From an optimization exercise on the open Yosys and OpenROAD flow, aimed at a short achievable clock period and few clock cycles; shortcuts taken in it are not production practice. At most, simulation tests tie the RTL to the original design; equivalence was not proved. Only the layout flow was run in run 3; the RTL was not checked for function there. No activity file was given, so power comes from the tool's default toggle rates.

<file path="flow/design.v">
package reconstrutor_caminho_pkg;
  localparam int unsigned ADDR_WIDTH_PADRAO = 8;
  localparam int unsigned GRADE_LADO        = 8;
  localparam int unsigned MAX_PASSOS_PADRAO = GRADE_LADO * GRADE_LADO;
  function automatic integer largura_passos(input integer max_passos);
    largura_passos = $clog2(max_passos + 1);
  endfunction
endpackage
module reconstrutor_caminho
#(
  parameter int unsigned ADDR_WIDTH   = reconstrutor_caminho_pkg::ADDR_WIDTH_PADRAO,
  parameter int unsigned MAX_PASSOS   = reconstrutor_caminho_pkg::MAX_PASSOS_PADRAO,
  parameter int unsigned PASSOS_WIDTH = reconstrutor_caminho_pkg::largura_passos(MAX_PASSOS)
) (
  input  logic                    clk,
  input  logic                    rst,
  input  logic                    anterior_wr_en_in,
  input  logic [ADDR_WIDTH-1:0]   anterior_wr_addr_in,
  input  logic [ADDR_WIDTH-1:0]   anterior_wr_data_in,
  input  logic                    iniciar_in,
  input  logic [ADDR_WIDTH-1:0]   fonte_in,
  input  logic [ADDR_WIDTH-1:0]   destino_in,
  input  logic                    ordem_direta_in,
  output logic [ADDR_WIDTH-1:0]   caminho_data_out,
  output logic                    caminho_valid_out,
  input  logic                    caminho_ready_in,
  output logic                    caminho_ultimo_out,
  output logic                    ocupado_out,
  output logic                    pronto_out,
  output logic                    erro_out,
  output logic [PASSOS_WIDTH-1:0] comprimento_out
);
  localparam int unsigned AW = ADDR_WIDTH;
  localparam int unsigned NN = 2 ** ADDR_WIDTH;
  localparam int unsigned PW = PASSOS_WIDTH;
  localparam int unsigned HW = AW / 2;
  localparam int unsigned LW = AW - HW;
  logic          r_ocupado;
  logic          r_andando;     
  logic          r_direta;
  logic [AW-1:0] r_fonte;
  logic [AW-1:0] r_atual;
  logic          r_morto;       
  logic          r_morto0;      
  logic          r_primeiro;    
  logic [NN-1:0] r_oh;          
  logic [PW-1:0] r_passos;      
  logic          r_valid;
  logic          r_ultimo;
  logic [AW-1:0] r_dado;
  logic [PW-1:0] r_idx;         
  logic          r_pronto;
  logic          r_erro;
  logic [PW-1:0] r_comprimento;
  logic [AW-1:0] r_caminho [MAX_PASSOS+1];
  logic [NN-1:0][AW-1:0] r_tabela;
  logic [NN-1:0]         w_morto;
  logic [NN-1:0]         r_morto2;
  logic                  w_escreve;
  logic                  w_v_morto;    
  logic [NN-1:0]         w_wa_oh;
  logic [NN-1:0]         w_wv_oh;
  logic                  r_pw;
  logic [AW-1:0]         r_pa;
  logic                  r_pm;
  assign w_escreve = !r_ocupado && anterior_wr_en_in;
  assign w_v_morto = (anterior_wr_data_in == anterior_wr_addr_in) || |(w_wv_oh & w_morto);
  always_ff @(posedge clk) begin
    r_pw <= !rst && w_escreve;
    r_pa <= anterior_wr_addr_in;
    r_pm <= w_v_morto;
  end
  for (genvar y = 0; y < NN; y++) begin : g_ent
    assign w_wa_oh[y] = (anterior_wr_addr_in[AW-1:LW] == HW'(y >> LW)) &&
                        (anterior_wr_addr_in[LW-1:0] == LW'(y));
    assign w_wv_oh[y] = (anterior_wr_data_in[AW-1:LW] == HW'(y >> LW)) &&
                        (anterior_wr_data_in[LW-1:0] == LW'(y));
    always_ff @(posedge clk) begin
      if (w_escreve && w_wa_oh[y]) begin
        r_tabela[y] <= anterior_wr_data_in;
      end
    end
    always_ff @(posedge clk) begin
      if (w_escreve && !w_wa_oh[y] && (r_tabela[y] == anterior_wr_addr_in)) begin
        r_morto2[y] <= (anterior_wr_data_in == anterior_wr_addr_in);
      end else if (r_pw && (r_pa == AW'(y))) begin
        r_morto2[y] <= r_pm;
      end
    end
    assign w_morto[y] = (r_tabela[y] == AW'(y));
  end
  logic [NN-1:0] w_destino_oh;
  logic [NN-1:0] w_prox_oh;
  logic [AW-1:0] w_prox;
  for (genvar y = 0; y < NN; y++) begin : g_dec
    assign w_destino_oh[y] = (destino_in[AW-1:LW] == HW'(y >> LW)) &&
                             (destino_in[LW-1:0] == LW'(y));
    assign w_prox_oh[y]    = (w_prox[AW-1:LW] == HW'(y >> LW)) &&
                             (w_prox[LW-1:0] == LW'(y));
  end
  logic [AW-1:0] w_pred;        
  logic          w_pred_morto;  
  logic          s_morto;       
  assign w_pred_morto = |(r_oh & r_morto2);
  assign s_morto      = |(w_destino_oh & w_morto);
  for (genvar b = 0; b < AW; b++) begin : g_le
    logic [NN-1:0] w_col;
    for (genvar y = 0; y < NN; y++) begin : g_y
      assign w_col[y] = r_tabela[y][b];
    end
    assign w_pred[b] = |(r_oh & w_col);
  end
  logic w_fonte, w_fim_morto;   
  assign w_fonte     = (r_atual == r_fonte);
  assign w_fim_morto = (r_primeiro ? r_morto0 : r_morto) || (r_passos == PW'(MAX_PASSOS));
  logic w_avanca;               
  assign w_avanca = !r_valid || caminho_ready_in;
  assign w_prox = w_pred;
  always_ff @(posedge clk) begin
    if (!r_ocupado) begin
      r_oh       <= w_destino_oh;
      r_atual    <= destino_in;
      r_morto0   <= s_morto;
      r_primeiro <= 1'b1;
    end else if (r_andando && (r_direta || w_avanca)) begin
      r_oh       <= w_prox_oh;
      r_atual    <= w_prox;
      r_primeiro <= 1'b0;
    end
  end
  always_ff @(posedge clk) begin
    if (r_andando && (r_direta || w_avanca)) r_morto <= w_pred_morto;
  end
  always_ff @(posedge clk) begin
    r_pronto <= 1'b0;
    if (rst) begin
      r_ocupado     <= 1'b0;
      r_andando     <= 1'b0;
      r_valid       <= 1'b0;
      r_erro        <= 1'b0;
      r_comprimento <= '0;
    end else if (!r_ocupado) begin
      if (iniciar_in) begin
        r_ocupado <= 1'b1;
        r_andando <= 1'b1;
        r_direta  <= ordem_direta_in;
        r_fonte   <= fonte_in;
        r_passos  <= '0;
      end
    end else if (r_andando && r_direta) begin
      r_caminho[r_passos] <= r_atual;
      r_passos <= r_passos + PW'(1);
      r_dado   <= r_fonte;
      r_ultimo <= (r_passos == '0);
      r_idx    <= r_passos - PW'(1);
      if (w_fonte) begin
        r_andando     <= 1'b0;
        r_valid       <= 1'b1;
        r_erro        <= 1'b0;
        r_comprimento <= r_passos + PW'(1);
      end else if (w_fim_morto) begin
        r_andando <= 1'b0;
        r_erro    <= 1'b1;
        r_ocupado <= 1'b0;
      end
    end else if (r_andando) begin
      if (w_avanca) begin
        r_dado   <= r_atual;
        r_ultimo <= w_fonte;
        r_passos <= r_passos + PW'(1);
        if (w_fonte) begin
          r_andando     <= 1'b0;
          r_valid       <= 1'b1;
          r_erro        <= 1'b0;
          r_comprimento <= r_passos + PW'(1);
        end else if (w_fim_morto) begin
          r_andando <= 1'b0;
          r_valid   <= 1'b0;
          r_erro    <= 1'b1;
          r_ocupado <= 1'b0;
        end else begin
          r_valid <= 1'b1;
        end
      end
    end else if (caminho_ready_in) begin
      if (r_ultimo) begin
        r_valid   <= 1'b0;
        r_ocupado <= 1'b0;
        r_pronto  <= 1'b1;
      end else begin
        r_dado   <= r_caminho[r_idx];
        r_ultimo <= (r_idx == '0);
        r_idx    <= r_idx - PW'(1);
      end
    end
  end
  assign caminho_data_out   = r_dado;
  assign caminho_valid_out  = r_valid;
  assign caminho_ultimo_out = r_ultimo;
  assign ocupado_out        = r_ocupado;
  assign pronto_out         = r_pronto;
  assign erro_out           = r_erro;
  assign comprimento_out    = r_comprimento;
endmodule
</file>
<file path="flow/run.sh">
#!/bin/bash
# synth_recipe.tcl (not shown) runs the flow's synth.tcl, then flattens the netlist and writes it again
# the make line also repeats each setting of config.mk as NAME=value (left out here)
make -C /OpenROAD-flow-scripts/flow DESIGN_CONFIG=/design/flow/config.mk WORK_HOME=/design/flow/orfs CLKGATE_MAP_FILE= SYNTH_SCRIPT=/design/flow/synth_recipe.tcl finish
</file>
<file path="flow/config.mk">
export PLATFORM = sky130hd
export DESIGN_NAME = reconstrutor_caminho
export DESIGN_NICKNAME = reconstrutor_caminho
export VERILOG_FILES = /design/flow/design.v
export SDC_FILE = /design/flow/constraint.sdc
export NUM_CORES = 4
export LEC_CHECK = 0
export ABC_CLOCK_PERIOD_IN_PS = 2000
export CAP_MARGIN = 20
export CORE_MARGIN = 2
export CORE_UTILIZATION = 50
export PLACE_DENSITY = 0.6
export SETUP_SLACK_MARGIN = 3.5
export SLEW_MARGIN = 20
</file>
<file path="flow/constraint.sdc">
create_clock -name core_clock -period 6.0 [get_ports {clk}]
set_input_delay 1.2000 -clock core_clock [delete_from_list [all_inputs] [get_ports {clk}]]
set_output_delay 1.2000 -clock core_clock [all_outputs]
set_load 0.01 [all_outputs]
</file>
==> results of run 1 <==
==> cells in the mapped netlist (40+ instances only) <==
| library cell | instances | area share |
|---|---|---|
| xor2_1 | 719 | 0.041 |
| mux2_2 | 257 | 0.019 |
| nor4_1 | 340 | 0.014 |
| nand4b_1 | 72 | 0.0041 |
| o2111ai_1 | 105 | 0.0059 |
| nor3_1 | 100 | 0.0032 |
| nor2_1 | 495 | 0.012 |
| buf_1 | 155 | 0.0038 |
| nand2b_1 | 43 | 0.0017 |
| nor2b_1 | 65 | 0.0026 |
| mux4_2 | 160 | 0.023 |
| a221oi_1 | 560 | 0.032 |
| a2111oi_0 | 40 | 0.0023 |
| a22oi_1 | 76 | 0.0037 |
| edfxtp_1 | 3122 | 0.60 |
| nand4_1 | 727 | 0.029 |
| xnor2_1 | 1356 | 0.077 |
| clkbuf_1 | 721 | 0.017 |
| o21ai_0 | 289 | 0.0093 |
| a21oi_1 | 54 | 0.0017 |
| nor4b_1 | 105 | 0.0059 |
| nor4bb_1 | 124 | 0.0080 |
| a22o_1 | 558 | 0.032 |
| o22ai_1 | 319 | 0.013 |
| nand2_1 | 369 | 0.0089 |
| nand3_1 | 159 | 0.0051 |
==> worst min path at each step <==
stage | startpoint | endpoint | depth (start not counted)
after CTS | r_primeiro | r_primeiro | 2
after detailed placement | r_primeiro | r_primeiro | 2
after global placement | r_primeiro | r_primeiro | 2
after floorplan | r_primeiro | r_primeiro | 2
==> power groups by stage <==
| stage | sequential, mW | clock [mW] | combinational, mW |
|---|---|---|---|
| after CTS | 24.8 | 21.6 | 10.4 |
| after detailed placement | 26.2 | 0 | 7.68 |
| after global placement | 26.3 | 0 | 7.49 |
| after floorplan | 25.2 | 0 | 2.92 |
==> metrics by stage <==
stage	instances	setup slack, ns
after global placement	15792	0.1854
after CTS	17404	2.029
after detailed placement	15826	0.4681
after floorplan	11465	2.353
==> kinds of logic after synthesis <==
kind of cell / count (synthesis)
XOR/XNOR: 2075
buffers and inverters: 914
flip-flops: 3152
multiplexers: 439
AND/OR/NAND/NOR: 2789
AO/OA/AOI/OAI: 2093
adder cells (fa/ha/maj): 3
==> layer usage <==
metal / track usage / GRT overflow
met4: 0.9752 / 3546
met5: 0.8283 / 331
met3: 0.9367 / 2461
met2: 1.127 / 10935
met1: 0.9797 / 3284
==> what timing repair did <==
item	CTS
buffers inserted	875
endpoints found under the hold margin	0
gates cloned	74
pin swaps	265
setup endpoints to repair	3694
gates resized for setup	1795
==> summary.txt, run 1 <==
Main synth FF type=edfxtp_1; total overflow reported by the global router=20.56k; Post-Syn Area=0.1551 sq mm; Tool Error=[ERROR GRT-0116] Global routing finished with congestion. Check the congestion regions in the DRC Viewer.; GP Congestion=1.774; Mean Syn Cell Area=13.53 sq um; largest family of logic cells by synthesized area=XOR/XNOR gates; Synthesis Warnings=1; outcome=aborted with a tool error; Post-Synth Adder-Cell Area=0.0002420; Root Driver=clkbuf_16; total CTS buffers=342; number of global-route vias before repair=177.9k; Starting Density=0.5021; hold buffer count at CTS=0; sequential share of the synthesized area=0.6084; IO buf count=57; simple-gate share of the synthesized area=0.1048; XOR/XNOR Fraction of Synth Area=0.1172; die height=560.9 um; Clock Path Buffers=4; Die Width=560.9 um; DPL Wire Length=1008000 um; largest net degree at the start of global routing=130; row cnt=204; failing step=5_1_grt; Placement Cell Area=0.1690 sq mm; #FFs+latches synth=3152; # clock sinks=3152; Post-synth EDFFs=3122; area fraction in compound gates after synthesis=0.1036; CTS HTree Levels=5; Cells after Synth=11.47k; global-route wire length before repair=2113000 um; Distinct cells, synth=77; mux cell area share after synthesis=0.04332; total global-route track usage=1.008; Top Ports=58; syn_nets=11.51k; asr flop ratio synth=0
Testbench counts, summed over its fixed seeds: cycles 53,266.
==> run 2: changes to the inputs <==
--- a/flow/config.mk
+++ b/flow/config.mk
@@ -9,6 +9,6 @@
 export CAP_MARGIN = 20
 export CORE_MARGIN = 2
-export CORE_UTILIZATION = 50
-export PLACE_DENSITY = 0.6
+export CORE_UTILIZATION = 45
+export PLACE_DENSITY = 0.56
 export SETUP_SLACK_MARGIN = 3.5
 export SLEW_MARGIN = 20
==> run 2 against run 1 <==
  * Synthesized cell count did not move
  * The run again fails in 5_1_grt
  * Synthesized area unchanged
==> summary.txt, run 2 <==
Distinct cells, synth=77 (unchanged); top cell type's share of synthesized area=0.6045 (unchanged); dominant cells by area after synthesis=edfxtp_1 (60%), xnor2_1 (7.7%), xor2_1 (4.1%), a221oi_1 (3.2%), a22o_1 (3.2%); #FFs+latches synth=3152 (unchanged); syn_nets=11.51k (unchanged); Post-synth EDFFs=3122 (unchanged); Placement Cell Area=0.1722 sq mm (+1.9%); Clock Path Buffers=4 (unchanged); total overflow reported by the global router=15.34k; Yosys top cell by area=edfxtp_1; asr flop ratio synth=0 (unchanged); sequential share of the synthesized area=0.6084 (unchanged); Main synth FF type=edfxtp_1; Die Width=591.0 um (+5.4%); global-route wire length before repair=2175000 um; # clock sinks=3152 (unchanged); failing step=5_1_grt; total CTS buffers=348 (+1.8%); most common cell in the netlist=edfxtp_1; DPL Wire Length=1129000 um (+12%); Tool Error=[ERROR GRT-0116] Global routing finished with congestion. Check the congestion regions in the DRC Viewer.; die height=591.0 um (+5.4%); largest net degree at the start of global routing=123; CTS HTree Levels=5 (unchanged); total global-route track usage=0.9461; Root Driver=clkbuf_16; commonest cells in the netlist=edfxtp_1 (3122), xnor2_1 (1356), nand4_1 (727), clkbuf_1 (721), xor2_1 (719); IO buf count=57 (unchanged); outcome=aborted with a tool error; row cnt=215 (+5.4%); number of global-route vias before repair=173.9k; GP Congestion=1.608 (-9.3%); Synthesis Warnings=1 (unchanged); Cells after Synth=11.47k (unchanged); Place WS=0.03124 ns (-0.4368 ns); Mean Syn Cell Area=13.53 sq um (unchanged); Post-Syn Area=0.1551 sq mm (unchanged); Top Ports=58 (unchanged); Starting Density=0.4521 (-0.04998)
run 2: cell counts after synthesis:
Identical to the previous run, type by type.
run 2: per-layer routing:
layer / GRT usage / GRT overflow
met5: 0.7205 / 153
met1: 0.9418 / 2029
met2: 1.054 / 8535
met4: 0.8936 / 2937
met3: 0.8736 / 1690
run 2: metrics by stage:
step,util,cells,hold WS [ns],TNS [ns]
floorplan,-,11465,0.4358,0
global placement,0.4978,16397,0.4525,-1.072
detailed placement,0.5021,16473,0.4714,0
CTS,0.5526,17449,0.4849,0
run 2: cells by family after synthesis:
group	synth area share
compound gates	0.1036
xor+xnor	0.1172
fa+ha+maj	0.0002421
buf+inv	0.02243
flops	0.6084
mux	0.04332
simple gates	0.1048
run 2: how the worst max path moves through the flow:
stage / slack (ns) / startpoint / end
CTS: 1.95 / r_oh[77] / r_oh[170]
detailed placement: 0.03 / r_oh[83] / r_oh[197]
global placement: -0.34 / r_tabela[350] / r_pm
floorplan: 2.35 / destino_in[3] / r_morto0
run 2: power by group through the flow:
stage	Combinational, mW	Sequential (mW)	Clock, mW
2_1_floorplan	2.92	25.2	0
3_3_place_gp	8.05	26.3	0
3_5_place_dp	8.24	26.2	0
4_1_cts	9.85	24.9	22.2
run 2: timing repair:
action	4_1_cts
resized for setup	393
pin swaps	57
setup buffers	332
setup endpoints to repair	3641
cloned	2
hold buffers	0
==> run 3: changes to the inputs <==
--- a/flow/design.v
+++ b/flow/design.v
@@ -41,7 +41,4 @@
   logic [AW-1:0] r_fonte;
   logic [AW-1:0] r_atual;
-  logic          r_morto;       
-  logic          r_morto0;      
-  logic          r_primeiro;    
   logic [NN-1:0] r_oh;          
   logic [PW-1:0] r_passos;      
@@ -56,34 +53,8 @@
   logic [NN-1:0][AW-1:0] r_tabela;
   logic [NN-1:0]         w_morto;
-  logic [NN-1:0]         r_morto2;
-  logic                  w_escreve;
-  logic                  w_v_morto;    
-  logic [NN-1:0]         w_wa_oh;
-  logic [NN-1:0]         w_wv_oh;
-  logic                  r_pw;
-  logic [AW-1:0]         r_pa;
-  logic                  r_pm;
-  assign w_escreve = !r_ocupado && anterior_wr_en_in;
-  assign w_v_morto = (anterior_wr_data_in == anterior_wr_addr_in) || |(w_wv_oh & w_morto);
-  always_ff @(posedge clk) begin
-    r_pw <= !rst && w_escreve;
-    r_pa <= anterior_wr_addr_in;
-    r_pm <= w_v_morto;
-  end
   for (genvar y = 0; y < NN; y++) begin : g_ent
-    assign w_wa_oh[y] = (anterior_wr_addr_in[AW-1:LW] == HW'(y >> LW)) &&
-                        (anterior_wr_addr_in[LW-1:0] == LW'(y));
-    assign w_wv_oh[y] = (anterior_wr_data_in[AW-1:LW] == HW'(y >> LW)) &&
-                        (anterior_wr_data_in[LW-1:0] == LW'(y));
     always_ff @(posedge clk) begin
-      if (w_escreve && w_wa_oh[y]) begin
+      if (!r_ocupado && anterior_wr_en_in && (anterior_wr_addr_in == AW'(y))) begin
         r_tabela[y] <= anterior_wr_data_in;
-      end
-    end
-    always_ff @(posedge clk) begin
-      if (w_escreve && !w_wa_oh[y] && (r_tabela[y] == anterior_wr_addr_in)) begin
-        r_morto2[y] <= (anterior_wr_data_in == anterior_wr_addr_in);
-      end else if (r_pw && (r_pa == AW'(y))) begin
-        r_morto2[y] <= r_pm;
       end
     end
@@ -100,8 +71,5 @@
   end
   logic [AW-1:0] w_pred;        
-  logic          w_pred_morto;  
-  logic          s_morto;       
-  assign w_pred_morto = |(r_oh & r_morto2);
-  assign s_morto      = |(w_destino_oh & w_morto);
+  logic [AW-1:0] s_pred;        
   for (genvar b = 0; b < AW; b++) begin : g_le
     logic [NN-1:0] w_col;
@@ -110,25 +78,20 @@
     end
     assign w_pred[b] = |(r_oh & w_col);
+    assign s_pred[b] = |(w_destino_oh & w_col);
   end
   logic w_fonte, w_fim_morto;   
+  logic s_fonte, s_morto;       
   assign w_fonte     = (r_atual == r_fonte);
-  assign w_fim_morto = (r_primeiro ? r_morto0 : r_morto) || (r_passos == PW'(MAX_PASSOS));
+  assign w_fim_morto = |(r_oh & w_morto) || (r_passos == PW'(MAX_PASSOS));
+  assign s_fonte     = (destino_in == fonte_in);
+  assign s_morto     = |(w_destino_oh & w_morto);
   logic w_avanca;               
   assign w_avanca = !r_valid || caminho_ready_in;
-  assign w_prox = w_pred;
+  assign w_prox = r_ocupado ? w_pred : s_pred;
   always_ff @(posedge clk) begin
-    if (!r_ocupado) begin
-      r_oh       <= w_destino_oh;
-      r_atual    <= destino_in;
-      r_morto0   <= s_morto;
-      r_primeiro <= 1'b1;
-    end else if (r_andando && (r_direta || w_avanca)) begin
-      r_oh       <= w_prox_oh;
-      r_atual    <= w_prox;
-      r_primeiro <= 1'b0;
+    if (!r_ocupado || (r_andando && (r_direta || w_avanca))) begin
+      r_oh    <= w_prox_oh;
+      r_atual <= w_prox;
     end
-  end
-  always_ff @(posedge clk) begin
-    if (r_andando && (r_direta || w_avanca)) r_morto <= w_pred_morto;
   end
   always_ff @(posedge clk) begin
@@ -142,9 +105,21 @@
     end else if (!r_ocupado) begin
       if (iniciar_in) begin
-        r_ocupado <= 1'b1;
-        r_andando <= 1'b1;
-        r_direta  <= ordem_direta_in;
-        r_fonte   <= fonte_in;
-        r_passos  <= '0;
+        r_ocupado    <= 1'b1;
+        r_direta     <= ordem_direta_in;
+        r_fonte      <= fonte_in;
+        r_passos     <= PW'(1);
+        r_andando    <= !s_fonte && !s_morto;
+        r_erro       <= !s_fonte;
+        r_ultimo     <= s_fonte;
+        r_caminho[0] <= destino_in;
+        r_idx        <= '0;
+        if (s_fonte) r_comprimento <= PW'(1);
+        if (ordem_direta_in) begin
+          r_valid <= s_fonte;
+          r_dado  <= fonte_in;
+        end else begin
+          r_valid <= s_fonte || !s_morto;
+          r_dado  <= destino_in;
+        end
       end
     end else if (r_andando && r_direta) begin
@@ -152,5 +127,5 @@
       r_passos <= r_passos + PW'(1);
       r_dado   <= r_fonte;
-      r_ultimo <= (r_passos == '0);
+      r_ultimo <= 1'b0;
       r_idx    <= r_passos - PW'(1);
       if (w_fonte) begin
@@ -183,4 +158,6 @@
         end
       end
+    end else if (!r_valid) begin
+      r_ocupado <= 1'b0;
     end else if (caminho_ready_in) begin
       if (r_ultimo) begin
--- a/flow/config.mk
+++ b/flow/config.mk
@@ -9,6 +9,6 @@
 export CAP_MARGIN = 20
 export CORE_MARGIN = 2
-export CORE_UTILIZATION = 45
-export PLACE_DENSITY = 0.56
+export CORE_UTILIZATION = 60
+export PLACE_DENSITY = 0.72
 export SETUP_SLACK_MARGIN = 3.5
 export SLEW_MARGIN = 20
==> run 3 against run 2 <==
  * The run again fails in 5_1_grt
  * Synthesized cell count down 14%
  * Synthesized area is 14% lower
==> summary.txt, run 3 <==
outcome=aborted with a tool error; failing step=5_1_grt; Tool Error=[ERROR GRT-0116] Global routing finished with congestion. Check the congestion regions in the DRC Viewer.; IO buf count=57 (unchanged); asr flop ratio synth=0 (unchanged); row cnt=173 (-20%); Placed Cells=12.81k (-22%); CTS HTree Levels=5 (unchanged); Root Driver=clkbuf_16; #FFs+latches synth=2883 (-8.5%); hold buffer count at CTS=0 (unchanged); Top Ports=58 (unchanged); sequential share of the synthesized area=0.6465 (+0.03807); top cell type's share of synthesized area=0.6436 (+0.03909); number of global-route vias before repair=153.1k; largest net degree at the start of global routing=135; Die Width=475.9 um (-19%); total CTS buffers=293 (-16%); Yosys top cell by area=edfxtp_1; Post-Syn Area=0.1336 sq mm (-14%); Cells after Synth=9909 (-14%); commonest cells in the netlist=edfxtp_1 (2864), nand3_1 (1106), a22oi_1 (756), nor2_1 (635), nand4_1 (573); # clock sinks=2883 (-8.5%); Synthesis Warnings=1 (unchanged); total overflow reported by the global router=65.89k; Post-synth EDFFs=2864 (-8.3%); die height=475.9 um (-19%); DPL Wire Length=906700 um (-20%); Place WS=-0.05870 ns (-0.08994 ns); Clock Path Buffers=4 (unchanged); total global-route track usage=1.336; syn_nets=9950 (-14%); Starting Density=0.6023 (+0.1501); Distinct cells, synth=88 (+14%); GP Congestion=3.009 (+87%); Main synth FF type=edfxtp_1; Mean Syn Cell Area=13.48 sq um (-0.31%); Placement Cell Area=0.1415 sq mm (-18%); dominant cells by area after synthesis=edfxtp_1 (64%), a22oi_1 (4.2%), nand3_1 (4.1%), mux4_2 (2.8%), nand4_1 (2.7%); most common cell in the netlist=edfxtp_1; global-route wire length before repair=1881000 um
-- run 3: cell count changes after synthesis, sizes merged, moves of 189 or more --
cell    change
nand3     +945
xnor2    -1343
edfxtp    -258
o22ai     -223
a221oi    -237
a22oi     +680
a22o      -189
o21ai     -200
xor2      -708
-- run 3: layer usage --
layer,track usage,overflow
met1,1.346,21589
met4,1.180,6145
met5,1.045,939
met3,1.074,6276
met2,1.626,30942
-- run 3: repair_timing --
action,CTS
setup buffers,491
cloned,74
pin swaps,202
endpoints found under the setup margin,3653
resized for setup,1476
-- run 3: through the flow --
step           hold WS [ns]  setup TNS (ns)  total power [mW]    util
3_5_place_dp         0.4554         -0.7085             29.10  0.6377
3_3_place_gp         0.4489          -42.67             29.09  0.6373
2_1_floorplan        0.4780               0             25.40       -
4_1_cts              0.4834               0             47.52  0.7349
-- run 3: logic make-up after synthesis --
group / count (synthesis) / synth area share
multiplexers: 335 / 0.04199
buffers and inverters: 872 / 0.02736
adder cells (fa/ha/maj): 3 / 0.0002809
AO/OA/AOI/OAI: 2095 / 0.1222
flip-flops: 2883 / 0.6465
AND/OR/NAND/NOR: 3697 / 0.1601
XOR/XNOR: 24 / 0.001573
-- run 3: worst min-delay path by stage --
| stage | start | to | slack, ns | cells after the start |
|---|---|---|---|---|
| 2_1_floorplan | r_erro | r_erro | 0.48 | 2 |
| 3_5_place_dp | r_erro | r_erro | 0.46 | 2 |
| 4_1_cts | r_erro | r_erro | 0.48 | 2 |
| 3_3_place_gp | r_erro | r_erro | 0.45 | 2 |
-- run 3: power by group through the flow --
stage | Sequential, mW | Clock [mW] | Combinational, mW
after global placement | 23.6 | 0 | 5.49
after detailed placement | 23.6 | 0 | 5.50
after CTS | 22.9 | 17.7 | 6.95
after floorplan | 22.9 | 0 | 2.50
